This is an optimization exercise on Yosys and OpenROAD, whose aim is small area, a short achievable clock period and few clock cycles, not a production implementation. RTL that was checked went through simulation tests only; none was proved equivalent to the original. For run 2, only the layout was checked, not whether the RTL still works. Power figures rest on the tool's default switching activity, not on a simulated workload.

`flow/design.v`:
```
package histPkg;
    localparam int BIN_WIDTH = 6;
    localparam int COUNT_WIDTH = 8;
    localparam int HITS_PER_FRAME = 200;
endpackage
module histGeq #(
    parameter int W = 14
) (
    input  logic [W-1:0] a,
    input  logic [W-1:0] b,
    output logic         ge
);
    localparam int LEVELS = $clog2(W);
    localparam int N = 2 ** LEVELS;
    logic [N-1:0] gt [LEVELS+1];
    logic [N-1:0] eq [LEVELS+1];
    for (genvar i = 0; i < N; i++) begin : gLeaf
        if (i < W) begin : gBit
            assign gt[0][i] = a[i] & ~b[i];
            assign eq[0][i] = ~(a[i] ^ b[i]);
        end else begin : gPad
            assign gt[0][i] = 1'b0;
            assign eq[0][i] = 1'b1;
        end
    end
    for (genvar l = 0; l < LEVELS; l++) begin : gLevel
        for (genvar j = 0; j < N; j++) begin : gNode
            if (j < (N >> (l + 1))) begin : gUsed
                assign gt[l+1][j] = gt[l][2*j+1] | (eq[l][2*j+1] & gt[l][2*j]);
                assign eq[l+1][j] = eq[l][2*j+1] & eq[l][2*j];
            end else begin : gUnused
                assign gt[l+1][j] = 1'b0;
                assign eq[l+1][j] = 1'b0;
            end
        end
    end
    assign ge = gt[LEVELS][0] | eq[LEVELS][0];
endmodule
module histTop #(
    parameter int BIN_WIDTH = histPkg::BIN_WIDTH,
    parameter int COUNT_WIDTH = histPkg::COUNT_WIDTH,
    parameter int HITS_PER_FRAME = histPkg::HITS_PER_FRAME
) (
    input  logic                   clk,
    input  logic                   res,
    input  logic                   start,
    input  logic                   hitValid,
    input  logic [BIN_WIDTH-1:0]   hitBin,
    output logic                   busy,
    output logic                   collecting,
    output logic                   peakValid,
    output logic [BIN_WIDTH-1:0]   peakBin,
    output logic [COUNT_WIDTH-1:0] peakCount
);
    localparam int BINS = 2 ** BIN_WIDTH;
    localparam int HIT_COUNT_WIDTH = $clog2(HITS_PER_FRAME + 1);
    function automatic logic [7:0] lfsrNext(input logic [7:0] x);
        lfsrNext = {x[6:0], ~(x[7] ^ x[5] ^ x[4] ^ x[3])};
    endfunction
    function automatic logic [7:0] lfsrAfter(input int n);
        lfsrAfter = '0;
        for (int i = 0; i < n; i++) begin
            lfsrAfter = lfsrNext(lfsrAfter);
        end
    endfunction
    localparam logic [7:0] LAST_HIT = lfsrAfter(HITS_PER_FRAME - 1);
    localparam int LO_WIDTH = 5;
    localparam int HI_WIDTH = COUNT_WIDTH - LO_WIDTH;
    localparam int SLOTS = HITS_PER_FRAME / (2 ** LO_WIDTH);
    logic startAcc;
    logic hitAccept;
    logic lastHit;
    logic [7:0] hitCount;
    logic clr;
    localparam int LO_SEL = BIN_WIDTH / 2;
    localparam int HI_SEL = BIN_WIDTH - LO_SEL;
    logic                 v1;
    logic                 last1;
    logic [BIN_WIDTH-1:0] bin1;
    logic [2**LO_SEL-1:0] selLo1;
    logic [2**HI_SEL-1:0] selHi1;
    logic                   v2;
    logic                   last2;
    logic [BIN_WIDTH-1:0]   bin2;
    logic [LO_WIDTH-1:0]    lo2;
    logic [HI_WIDTH-1:0]    hi2;
    logic [SLOTS-1:0]       wrSel2;
    logic                   hasSlot2;
    logic [2**HI_SEL-1:0]   selHi2;
    logic                   binLeA2;
    logic                   binLeB2;
    logic                   updPrev;
    logic                   same1;
    logic [COUNT_WIDTH-1:0] maxCnt;
    logic [COUNT_WIDTH-1:0] maxCntM1;
    logic [BIN_WIDTH-1:0]   maxBinN;
    logic [LO_WIDTH-1:0]    lo [BINS];
    logic [SLOTS-1:0]       slotUsed;
    logic [BIN_WIDTH-1:0]   slotBin [SLOTS];
    logic [HI_WIDTH-1:0]    slotHi [SLOTS];
    logic [SLOTS-1:0]       match1;
    logic [HI_WIDTH-1:0]    hi1;
    logic [LO_WIDTH-1:0]    lo1;
    logic [COUNT_WIDTH-1:0] oldCnt;
    logic [COUNT_WIDTH-1:0] newCnt;
    logic [COUNT_WIDTH-1:0] cnt2;
    logic                   hasSlot;
    logic                   carry;
    logic [SLOTS-1:0]       freeSlot;
    logic [SLOTS-1:0]       freeNext;
    logic [SLOTS-1:0]       slotWr;
    logic [LO_WIDTH-1:0]    loData;
    logic                   upd;
    logic                   done;
    function automatic logic [COUNT_WIDTH-1:0] incr(input logic [COUNT_WIDTH-1:0] x);
        logic c;
        c = 1'b1;
        for (int i = 0; i < COUNT_WIDTH; i++) begin
            incr[i] = x[i] ^ c;
            c = c & x[i];
        end
    endfunction
    logic binLe;
    assign startAcc = start && !busy;
    assign hitAccept = hitValid && collecting;
    assign lastHit = hitAccept && (hitCount == LAST_HIT);
    always_ff @(posedge clk or negedge res) begin
        if (!res) begin
            busy <= 1'b0;
            collecting <= 1'b0;
            peakValid <= 1'b0;
            peakBin <= '0;
            peakCount <= '0;
            v1 <= 1'b0;
            last1 <= 1'b0;
            v2 <= 1'b0;
            last2 <= 1'b0;
        end else begin
            v1 <= hitAccept;
            last1 <= lastHit;
            v2 <= v1;
            last2 <= last1;
            peakValid <= done;
            if (startAcc) begin
                busy <= 1'b1;
            end else if (done) begin
                busy <= 1'b0;
            end
            if (startAcc) begin
                collecting <= 1'b1;
            end else if (lastHit) begin
                collecting <= 1'b0;
            end
            if (done) begin
                peakBin <= upd ? bin2 : ~maxBinN;
                peakCount <= upd ? newCnt : maxCnt;
            end
        end
    end
    always_comb begin
        hi1 = '0;
        for (int s = 0; s < SLOTS; s++) begin
            match1[s] = slotUsed[s] && (slotBin[s] == bin1);
            if (match1[s]) begin
                hi1 = hi1 | slotHi[s];
            end
        end
    end
    always_ff @(posedge clk) begin
        clr <= startAcc;
        if (startAcc) begin
            hitCount <= '0;
        end else if (hitAccept) begin
            hitCount <= lfsrNext(hitCount);
        end
    end
    always_comb begin
        logic [LO_WIDTH-1:0] part;
        lo1 = '0;
        for (int h = 0; h < 2 ** HI_SEL; h++) begin
            part = '0;
            for (int l = 0; l < 2 ** LO_SEL; l++) begin
                part = part | ({LO_WIDTH{selLo1[l]}} & lo[h * (2 ** LO_SEL) + l]);
            end
            lo1 = lo1 | ({LO_WIDTH{selHi1[h]}} & part);
        end
    end
    always_ff @(posedge clk) begin
        bin1 <= hitBin;
        for (int l = 0; l < 2 ** LO_SEL; l++) begin
            selLo1[l] <= (hitBin[LO_SEL-1:0] == LO_SEL'(l));
        end
        for (int h = 0; h < 2 ** HI_SEL; h++) begin
            selHi1[h] <= (hitBin[BIN_WIDTH-1:LO_SEL] == HI_SEL'(h));
        end
        bin2 <= bin1;
        {hi2, lo2} <= same1 ? newCnt : {hi1, lo1};
        binLeA2 <= (bin1 <= ~maxBinN);
        binLeB2 <= (bin1 <= bin2);
        updPrev <= upd;
        wrSel2 <= v1 ? ((|match1) ? match1 : freeNext) : '0;
        hasSlot2 <= |match1;
        selHi2 <= v1 ? selHi1 : '0;
    end
    assign same1 = v2 && (bin2 == bin1);
    assign cnt2 = {hi2, lo2};
    assign oldCnt = cnt2;
    assign newCnt = incr(cnt2);
    assign hasSlot = hasSlot2;
    assign carry = &lo2;
    assign freeSlot = slotUsed ^ {slotUsed[SLOTS-2:0], 1'b1};
    assign freeNext = (v2 && carry && !hasSlot) ? {freeSlot[SLOTS-2:0], 1'b0} : freeSlot;
    assign slotWr = carry ? wrSel2 : '0;
    assign binLe = updPrev ? binLeB2 : binLeA2;
    assign upd = v2 && ((cnt2 == maxCnt) || ((cnt2 == maxCntM1) && binLe));
    assign done = v2 && last2;
    assign loData = clr ? '0 : newCnt[LO_WIDTH-1:0];
    always_ff @(posedge clk) begin
        if (clr) begin
            maxCnt <= COUNT_WIDTH'(1);
            maxCntM1 <= '0;
            maxBinN <= '0;
        end else if (upd) begin
            maxCnt <= newCnt;
            maxCntM1 <= oldCnt;
            maxBinN <= ~bin2;
        end
    end
    always_ff @(posedge clk) begin
        if (clr) begin
            slotUsed <= '0;
        end else if (v2 && carry && !hasSlot) begin
            slotUsed <= {slotUsed[SLOTS-2:0], 1'b1};
        end
    end
    for (genvar s = 0; s < SLOTS; s++) begin : gSlot
        localparam int HW = $clog2((HITS_PER_FRAME - s * (2 ** LO_WIDTH)) / (2 ** LO_WIDTH) + 1);
        always_ff @(posedge clk) begin
            if (slotWr[s]) begin
                slotBin[s] <= bin2;
            end
        end
        if (HW == 1) begin : gOne
            assign slotHi[s] = HI_WIDTH'(1);
        end else if (HW < HI_WIDTH) begin : gNarrow
            logic [HW-1:0] hiQ;
            always_ff @(posedge clk) begin
                if (slotWr[s]) begin
                    hiQ <= newCnt[LO_WIDTH +: HW];
                end
            end
            assign slotHi[s] = HI_WIDTH'(hiQ);
        end else begin : gFull
            always_ff @(posedge clk) begin
                if (slotWr[s]) begin
                    slotHi[s] <= newCnt[COUNT_WIDTH-1:LO_WIDTH];
                end
            end
        end
    end
    for (genvar b = 0; b < BINS; b++) begin : gBin
        always_ff @(posedge clk) begin
            if (clr || (selHi2[b / (2 ** LO_SEL)] && (bin2[LO_SEL-1:0] == LO_SEL'(b % (2 ** LO_SEL))))) begin
                lo[b] <= loData;
            end
        end
    end
endmodule
```
`flow/run.sh`:
```
#!/bin/bash
# synth_recipe.tcl (not shown) runs the flow's synth.tcl, then flattens the netlist and writes it again
# the make line also repeats each setting of config.mk as NAME=value (left out here)
make -C /OpenROAD-flow-scripts/flow DESIGN_CONFIG=/design/flow/config.mk WORK_HOME=/design/flow/orfs CLKGATE_MAP_FILE= SYNTH_SCRIPT=/design/flow/synth_recipe.tcl finish
```
`flow/config.mk`:
```
export PLATFORM = sky130hd
export DESIGN_NAME = histTop
export DESIGN_NICKNAME = histTop
export VERILOG_FILES = /design/flow/design.v
export SDC_FILE = /design/flow/constraint.sdc
export NUM_CORES = 4
export LEC_CHECK = 0
export CAP_MARGIN = 0
export CORE_MARGIN = 2
export CORE_UTILIZATION = 40
export CTS_CLUSTER_DIAMETER = 100
export CTS_CLUSTER_SIZE = 25
export SETUP_SLACK_MARGIN = 2.15
export SLEW_MARGIN = 0
```
`flow/constraint.sdc`:
```
create_clock -name core_clock -period 4.2 [get_ports {clk}]
set_input_delay 0.8400 -clock core_clock [delete_from_list [all_inputs] [get_ports {clk}]]
set_output_delay 0.8400 -clock core_clock [all_outputs]
set_load 0.01 [all_outputs]
```
==> results.toml, run 1 <==
[placed_design]
hpwl_um = 26900
post-place-ws_ns = 1.70
portBuffers = 26
gp_congestion = 0.788
place_inst = 1760

[routing]
via_per_inst = 5.75
num_vias = 10500
drc = 0
routedWlPerCell_um = 24.5
drtIter0Drc = 943
wirelength_um = 44700
final_antenna_net_count = 0
first_pass_iters = 5

[sta]
finalHoldViolations = 0
max_freq_mhz = 495
timing.final.ws_setup_ns = 2.18
post-route-period-util_pct = 48.1
slew_violations = 0
timing.slew.headroom_pct = 30.2
fin_skew_ns = 0.0180
holdWs_ns = 0.362
finalSetupTns_ns = 0
setup_violations = 0
finalCriticalPeriod_ns = 2.02
worst_slew_pin_slew_ns = 1.04
rsz0062_at_grt = "true"

[die]
ioPinCount = 27
die_area_mm2 = 0.0473
die_w_um = 217
core.rowCount = 78
start_util_pct = 40.3
core_mm2 = 0.0452
die_h_um = 217

[yosys]
synth_flop_cell = "edfxtp_1"
yosys-top-cells-count = "edfxtp_1 (369), a22oi_1 (165), dfxtp_1 (91), a21o_1 (66), nand4_1 (50)"
yosys_warnings = 7
synth_seq_cells = 481
ys_seq_area_share_pct = 73.7
post_synth_instance_area_mm2 = 0.0182
synth_nets = 1206
async_flop_share_pct = 4.37
synth_area_per_cell_um2 = 15.5
synth_area_leader_cell = "edfxtp_1"
yosysMostFrequentCell = "edfxtp_1"
synthTopCellsByArea = "edfxtp_1 (61%), dfxtp_1 (10%), a22oi_1 (6.8%)"
synth_top_area_share_pct = 60.8
netlist_instances = 1178
synth.distinct_cells = 52
synth_edf_count = 369

[clock_tree]
clkSinkCount = 481
clk_path_buf_depth = 3
cts_tree = "done"
postCtsHoldBufs = 0
htree_num_levels = 1
numCtsBuffers = 23
cts-root-buf = "clkbuf_16"
insertion_delay_ns = 0.57
path_clk_slew_ns = 0.10

[worst_setup_path]
critical_path_required_ns = 4.64
worst_setup_path_start_kind = "flop"
crit_fanout = 40
cpPeakStageDelay_ns = 0.37
cp_top_family = "compound AO/OA/AOI/OAI gates"
crit_path_cell_trace = "buf_4 > a22oi_1 > nand4_1 > a22o_1 > a221oi_1 > a31oi_1"
reg2reg_slack_ns = 2.18
crit_slowest_cell = "a221oi_1"
end_kind = "flop"
crit_buf_inv = 1
crit_type = "flop to flop"
arrival_ns = 2.46

[cells_and_area]
syn_to_final_growth_pct = 10.6
fillCellCount = 3968
final_cells = 1822
layout.nets = 1234
antennaDiodeCount = 0
drive_gt1_share_pct = 11.6

[flow_run]
cap_viol_max_count = 0

[power]
leakagePower_nw = 7.19
power.density_mw_per_mm2 = 531
vdd_drop_max_mv = 0.304

[grt]
antenna_found_initial = 1
grtUsageTotal_pct = 18.7
grt_pass1_wl_um = 66500
grt_overflow = 0
first_global_vias = 10400
grt_max_degree = 41

[worst_hold_path]
hold_class = "flop to flop"

[status]
status = "no timing/DRC/antenna violations"
kinds of logic (layout without fill, tap and decap cells):
family / Yosys count / in the layout / share of synthesized area [%]
buf+inv: 81 / 120 / 1.90
fa+ha+maj: 18 / 18 / 1.24
mux: 32 / 32 / 1.81
flops: 481 / 481 / 73.7
compound gates: 300 / 300 / 12.2
xor+xnor: 60 / 60 / 2.88
simple gates: 206 / 211 / 6.35
registers in the layout, indices dropped and copies added, names as in the netlist, 5 cells and up:
signal,count
peakBin,6
selHi1,8
maxCntM1,8
slotBin,36
bin1,6
hitCount,8
bin2,6
wrSel2,6
selLo1,8
lo2,5
slotUsed,6
peakCount,8
lo,320
maxCnt,8
selHi2,8
slotHi,9
maxBinN,6
where the power goes:
part	switching [mW]	internal, mW	total [mW]
sequential	0.340	6.19	6.53
clock	1.45	1.08	2.53
combinational	1.07	0.576	1.65
total	2.86	7.84	10.7
metal layers:
layer  wire (um)  global-route usage [%]  vias to the layer above
li1            -                       -                     4647
met1       19200                    25.9                     5404
met2       21300                    30.2                      350
met3        3050                    3.22                       69
met4        1150                    5.68                        0
met5           0                       0                        -
metrics by stage:
step | power, mW | cell area, um^2 | utilization [%]
final | 10.7 | 20200 | 44.6
after CTS | 10.8 | 20100 | 44.4
after global placement | 8.17 | 19200 | 42.5
after detailed placement | 8.22 | 19200 | 42.5
after global routing | 11.2 | 20200 | 44.6
after floorplan | 7.51 | 18300 | -
cell type report:
| cell class | instances | area (um^2) | share of cell area, % |
|---|---|---|---|
| clock buffers | 39 | 646 | 3.20 |
| clock inverters | 2 | 28.8 | 0.143 |
| inverters | 12 | 45.0 | 0.223 |
| multi-input cells | 621 | 4690 | 23.3 |
| flip-flops and latches | 481 | 13500 | 66.8 |
| well taps | 600 | 751 | 3.72 |
| repair buffers | 67 | 541 | 2.68 |
worst paths after layout:
kind,start,to,cells after the start
min reg2reg,last1,last2,0
max reg2reg,selLo1[0],lo2[2],6
max,selLo1[0],lo2[2],6
min in group asynchronous,res,v2,1
max in group asynchronous,res,busy,1
min,last1,last2,0
repair_timing:
item / CTS / global route
buffers inserted: 13 / 3
gates cloned: 4 / 1
pin swaps: 1 / 1
gates resized for setup: 87 / 23
endpoints found under the setup margin: 313 / 148
layout by cell type, fill, tap and decap left out, drive strengths merged, types with 20 or more instances in the layout:
cell type / instances
a22oi: 165
nand4: 50
nand2: 45
dfxtp: 91
edfxtp: 369
mux2i: 27
dfrtp: 21
nor2: 41
a21o: 66
xnor2: 32
xor2: 28
nor2b: 20
buf: 55
clkbuf: 41
Testbench counts, summed over its fixed seeds: cycles 55,492.
==> run 2: changes to the inputs <==
==> flow/design.v (replaced) <==
package histPkg;
    localparam int BIN_WIDTH = 6;
    localparam int COUNT_WIDTH = 8;
    localparam int HITS_PER_FRAME = 200;
endpackage
module histTop #(
    parameter int BIN_WIDTH = histPkg::BIN_WIDTH,
    parameter int COUNT_WIDTH = histPkg::COUNT_WIDTH,
    parameter int HITS_PER_FRAME = histPkg::HITS_PER_FRAME
) (
    input  logic                   clk,
    input  logic                   res,
    input  logic                   start,
    input  logic                   hitValid,
    input  logic [BIN_WIDTH-1:0]   hitBin,
    output logic                   busy,
    output logic                   collecting,
    output logic                   peakValid,
    output logic [BIN_WIDTH-1:0]   peakBin,
    output logic [COUNT_WIDTH-1:0] peakCount
);
    localparam int BINS = 2 ** BIN_WIDTH;
    localparam int HIT_COUNT_WIDTH = $clog2(HITS_PER_FRAME + 1);
    localparam logic [HIT_COUNT_WIDTH-1:0] LAST_HIT = HIT_COUNT_WIDTH'(HITS_PER_FRAME - 1);
    logic startAcc;
    logic hitAccept;
    logic lastHit;
    logic [HIT_COUNT_WIDTH-1:0] hitCount;
    logic clr;
    logic                 v1;
    logic                 last1;
    logic [BIN_WIDTH-1:0] bin1;
    logic                   v2;
    logic                   last2;
    logic [BIN_WIDTH-1:0]   bin2;
    logic [COUNT_WIDTH-1:0] cnt2;
    logic                   same2;
    logic [COUNT_WIDTH-1:0] fwdCnt;
    logic [COUNT_WIDTH-1:0] maxCntM1;
    logic [BIN_WIDTH-1:0]   maxBinN;
    logic [COUNT_WIDTH-1:0] cnt [BINS];
    logic [COUNT_WIDTH-1:0] oldCnt;
    logic [COUNT_WIDTH-1:0] newCnt;
    logic [COUNT_WIDTH-1:0] wrData;
    logic                   upd;
    logic                   done;
    assign startAcc = start && !busy;
    assign hitAccept = hitValid && collecting;
    assign lastHit = hitAccept && (hitCount == LAST_HIT);
    always_ff @(posedge clk or negedge res) begin
        if (!res) begin
            busy <= 1'b0;
            collecting <= 1'b0;
            peakValid <= 1'b0;
            peakBin <= '0;
            peakCount <= '0;
            hitCount <= '0;
            clr <= 1'b0;
            v1 <= 1'b0;
            last1 <= 1'b0;
            v2 <= 1'b0;
            last2 <= 1'b0;
        end else begin
            clr <= startAcc;
            v1 <= hitAccept;
            last1 <= lastHit;
            v2 <= v1;
            last2 <= last1;
            peakValid <= done;
            if (startAcc) begin
                busy <= 1'b1;
            end else if (done) begin
                busy <= 1'b0;
            end
            if (startAcc) begin
                collecting <= 1'b1;
            end else if (lastHit) begin
                collecting <= 1'b0;
            end
            if (startAcc) begin
                hitCount <= '0;
            end else if (hitAccept) begin
                hitCount <= hitCount + 1'b1;
            end
            if (done) begin
                peakBin <= upd ? bin2 : ~maxBinN;
                peakCount <= upd ? newCnt : maxCntM1 + 1'b1;
            end
        end
    end
    always_ff @(posedge clk) begin
        bin1 <= hitBin;
        bin2 <= bin1;
        cnt2 <= cnt[bin1];
        same2 <= v2 && (bin2 == bin1);
        fwdCnt <= newCnt;
    end
    assign oldCnt = same2 ? fwdCnt : cnt2;
    assign newCnt = oldCnt + 1'b1;
    assign upd = v2 && ({oldCnt, ~bin2} >= {maxCntM1, maxBinN});
    assign done = v2 && last2;
    assign wrData = clr ? '0 : newCnt;
    always_ff @(posedge clk) begin
        if (clr) begin
            maxCntM1 <= '0;
            maxBinN <= '0;
        end else if (upd) begin
            maxCntM1 <= oldCnt;
            maxBinN <= ~bin2;
        end
    end
    for (genvar b = 0; b < BINS; b++) begin : gBin
        always_ff @(posedge clk) begin
            if (clr || (v2 && (bin2 == BIN_WIDTH'(b)))) begin
                cnt[b] <= wrData;
            end
        end
    end
endmodule
==> flow/config.mk (replaced) <==
export PLATFORM = sky130hd
export DESIGN_NAME = histTop
export DESIGN_NICKNAME = histTop
export VERILOG_FILES = /design/flow/design.v
export SDC_FILE = /design/flow/constraint.sdc
export NUM_CORES = 4
export LEC_CHECK = 0
export CAP_MARGIN = 20
export CORE_MARGIN = 2
export CORE_UTILIZATION = 40
export SLEW_MARGIN = 20
==> run 2 against run 1 <==
Compared with the run above:
- sequential cell count increased by 104
- power increased by 39%
- register-to-register slack got worse by 1.8 ns
- critical path depth unchanged
- largest power group unchanged
- highest routed layer unchanged
- first-iteration DRC count increased to 2.6 times the previous value
- wire length increased by 98%
- worst setup slack got worse by 1.8 ns
- still clean on timing, DRC and antenna
==> results.toml, run 2 <==
[clock_tree]
clk_path_buf_depth = 3
postCtsHoldBufs = 0
path_clk_slew_ns = 0.07
cts_tree = "done"
clkSinkCount = 585
ctsResizeCount = 0
htree_num_levels = 2
cts_setup_buffers = 0
numCtsBuffers = 59
insertion_delay_ns = 0.67
cts-root-buf = "clkbuf_16"

[worst_setup_path]
crit_slowest_cell = "nand2b_1"
end_kind = "flop"
path_depth = 6
crit_buf_inv = 0
arrival_ns = 4.34
critical_path_required_ns = 4.74
crit_type = "flop to flop"
r2r_cells = 6
cpPeakStageDelay_ns = 0.73
cp_top_family = "simple AND/OR/NAND/NOR gates"
crit_path_cell_trace = "nand2b_1 > nor2_1 > a22oi_1 > nand4_1 > or4_1 > o32a_1"
crit_fanout = 17
worst_setup_path_start_kind = "flop"

[sta]
rsz0062_at_grt = "false"
fin_skew_ns = 0.0317
slew_violations = 0
finalSetupTns_ns = 0
finalHoldViolations = 0
setup_violations = 0
timing.slew.headroom_pct = 17.9
worst_slew_pin_slew_ns = 1.23
post-route-period-util_pct = 90.5
finalCriticalPeriod_ns = 3.80
max_freq_mhz = 263

[yosys]
synth_nets = 1436
netlist_instances = 1409
synthTopCellsByArea = "edfxtp_1 (68%), a22oi_1 (4.5%), dfxtp_1 (3.8%)"
post_synth_instance_area_mm2 = 0.0225
async_flop_share_pct = 5.13
ys_seq_area_share_pct = 75.5
synth_top_area_share_pct = 68.3
synth_area_per_cell_um2 = 16.0
yosysMostFrequentCell = "edfxtp_1"
synth_seq_cells = 585
synth_edf_count = 512
yosys_warnings = 2
synth.distinct_cells = 61
synth_flop_cell = "edfxtp_1"
synth_area_leader_cell = "edfxtp_1"
yosys-top-cells-count = "edfxtp_1 (512), a22oi_1 (136), nor2_1 (113), nand4_1 (58), a21o_1 (45)"

[power]
leakagePower_nw = 9.13
sw_frac_of_total_pct = 26.9
seqPwrFrac_pct = 50.3
power.density_mw_per_mm2 = 567
clockPowerShare_pct = 36.8
vdd_drop_max_mv = 0.416
pwr-share-comb_pct = 12.9
p_sw_mw = 4.00
internal_power_mw = 10.9

[cells_and_area]
mostFrequentLayoutCell = "edfxtp_1"
antennaDiodeCount = 0
mostFrequentLayoutCells = "edfxtp_1 (512), a22oi_1 (136), nor2_1 (100)"
drive_gt1_share_pct = 12.9
top_register = "cnt"
final_cells = 2316
largest_reg_flops = 512
layout.nets = 1546
syn_to_final_growth_pct = 16.5

[die]
core.rowCount = 86
die_h_um = 241
die_w_um = 241
start_util_pct = 40.6
die_area_mm2 = 0.0582
ioPinCount = 27
core_mm2 = 0.0554

[placed_design]
portBuffers = 26
gp_congestion = 1.01
hpwl_um = 59800
place_inst = 2206

[routing]
via_per_inst = 6.55
drtIter0Drc = 2470
final_antenna_net_count = 0
drc = 0
first_pass_iters = 5
routedWlPerCell_um = 38.2
wirelength_um = 88400
num_vias = 15200

[grt]
grtUsageTotal_pct = 30.6
grt_pass1_wl_um = 119000
first_global_vias = 14100
grt_overflow = 0
antenna_found_initial = 1
grt_max_degree = 87

[worst_hold_path]
hold_class = "flop to flop"
whs_path_depth = 0

[status]
status = "no timing/DRC/antenna violations"

[flow_run]
cap_viol_max_count = 0
==> run 2: cell types whose count changed in the layout (fill, tap and decap cells not counted), moves of 28 or more <==
cell       change
edfxtp_1     +143
nor2_1        +61
clkbuf_16     +37
dfxtp_1       -34
buf_4         +32
a221oi_1      +31
a22oi_1       -28
==> run 2: final timing paths <==
path / slack [ns] / from / to
min reg2reg: 0.35 / v1 / v2
max: 0.40 / bin1[5] / cnt2[0]
min: 0.35 / v1 / v2
max in group asynchronous: 3.31 / res / clr
min in group asynchronous: 0.58 / res / peakCount[5]
max reg2reg: 0.40 / bin1[5] / cnt2[0]
==> run 2: kinds of logic (layout without fill, tap and decap cells) <==
kind of cell	after synthesis	count (layout)	synth area share, %
buffers and inverters	84	243	1.61
AO/OA/AOI/OAI	376	376	13.1
XOR/XNOR	23	23	0.895
multiplexers	18	18	0.800
AND/OR/NAND/NOR	306	306	7.24
flip-flops	585	585	75.5
adder cells (fa/ha/maj)	17	17	0.945
==> run 2: routing by layer <==
metal  part of all wire [%]  up-vias  track usage [%]
met5                      0        -                0
met4                    6.7        0             17.3
met3                     13      261             7.38
met2                     43     1219             45.0
met1                     38     7700             41.7
li1                       -     5996                -
==> run 2: area by class of cell <==
| cell class | count | area, um^2 |
|---|---|---|
| Fill cell | 4766 | 29200 |
| Clock inverter | 40 | 427 |
| Clock buffer | 70 | 1550 |
| Sequential cell | 585 | 17000 |
| Tap cell | 748 | 936 |
| Timing Repair Buffer | 98 | 863 |
| Inverter | 35 | 131 |
| Multi-Input combinational cell | 740 | 5320 |
==> run 2: power groups by stage <==
stage               registers (mW)  clock network (mW)  logic [mW]
floorplan                     7.50                   0        1.04
global placement              7.58                   0        1.85
detailed placement            7.59                   0        1.89
CTS                           7.47                5.46        1.89
global route                  7.51                5.67        2.04
finish                        7.48                5.46        1.92
==> run 2: metrics by stage <==
| stage | util (%) | cell area, um^2 | total power [mW] | worst slack (ns) | hold slack [ns] |
|---|---|---|---|---|---|
| 6_report | 47.3 | 26200 | 14.9 | 0.398 | 0.349 |
| 2_1_floorplan | - | 22500 | 8.54 | 0.492 | 0.331 |
| 3_5_place_dp | 43.7 | 24200 | 9.47 | 0.601 | 0.336 |
| 3_3_place_gp | 43.7 | 24200 | 9.43 | 0.613 | 0.333 |
| 4_1_cts | 47.3 | 26200 | 14.8 | 0.585 | 0.350 |
| 5_1_grt | 47.3 | 26200 | 15.2 | 0.446 | 0.359 |

==> static timing again, ports no longer ideal <==
Ports are ideal in the flow. The routed layouts listed here were re-timed in OpenROAD. Step 1 assumes that a clkbuf_16 drives the clock port and a buf_2 every other input. Step 2, shift: input delay + t, output delay - t, t = (earliest + latest rising clock arrival at the registers) / 2. This alone moves slack from input paths to output paths. a / b / c = ideal / step 1 / step 2; a / b = the first two.
run | t (ns) | slack for setup (ns) | clock arrival spread, ns | worst slew at a driven data input, ns
run 1 | 0.611 | 2.179 / 2.161 / 1.944 | 0.023 / 0.023 | 0.05
run 2 | 0.708 | 0.398 / 0.398 / 0.398 | 0.032 / 0.032 | 0.04
After both steps every run listed still meets setup and hold. The setup slack of run 1, which loses most, moves by -0.018 ns with the drivers and by -0.235 ns with both steps.
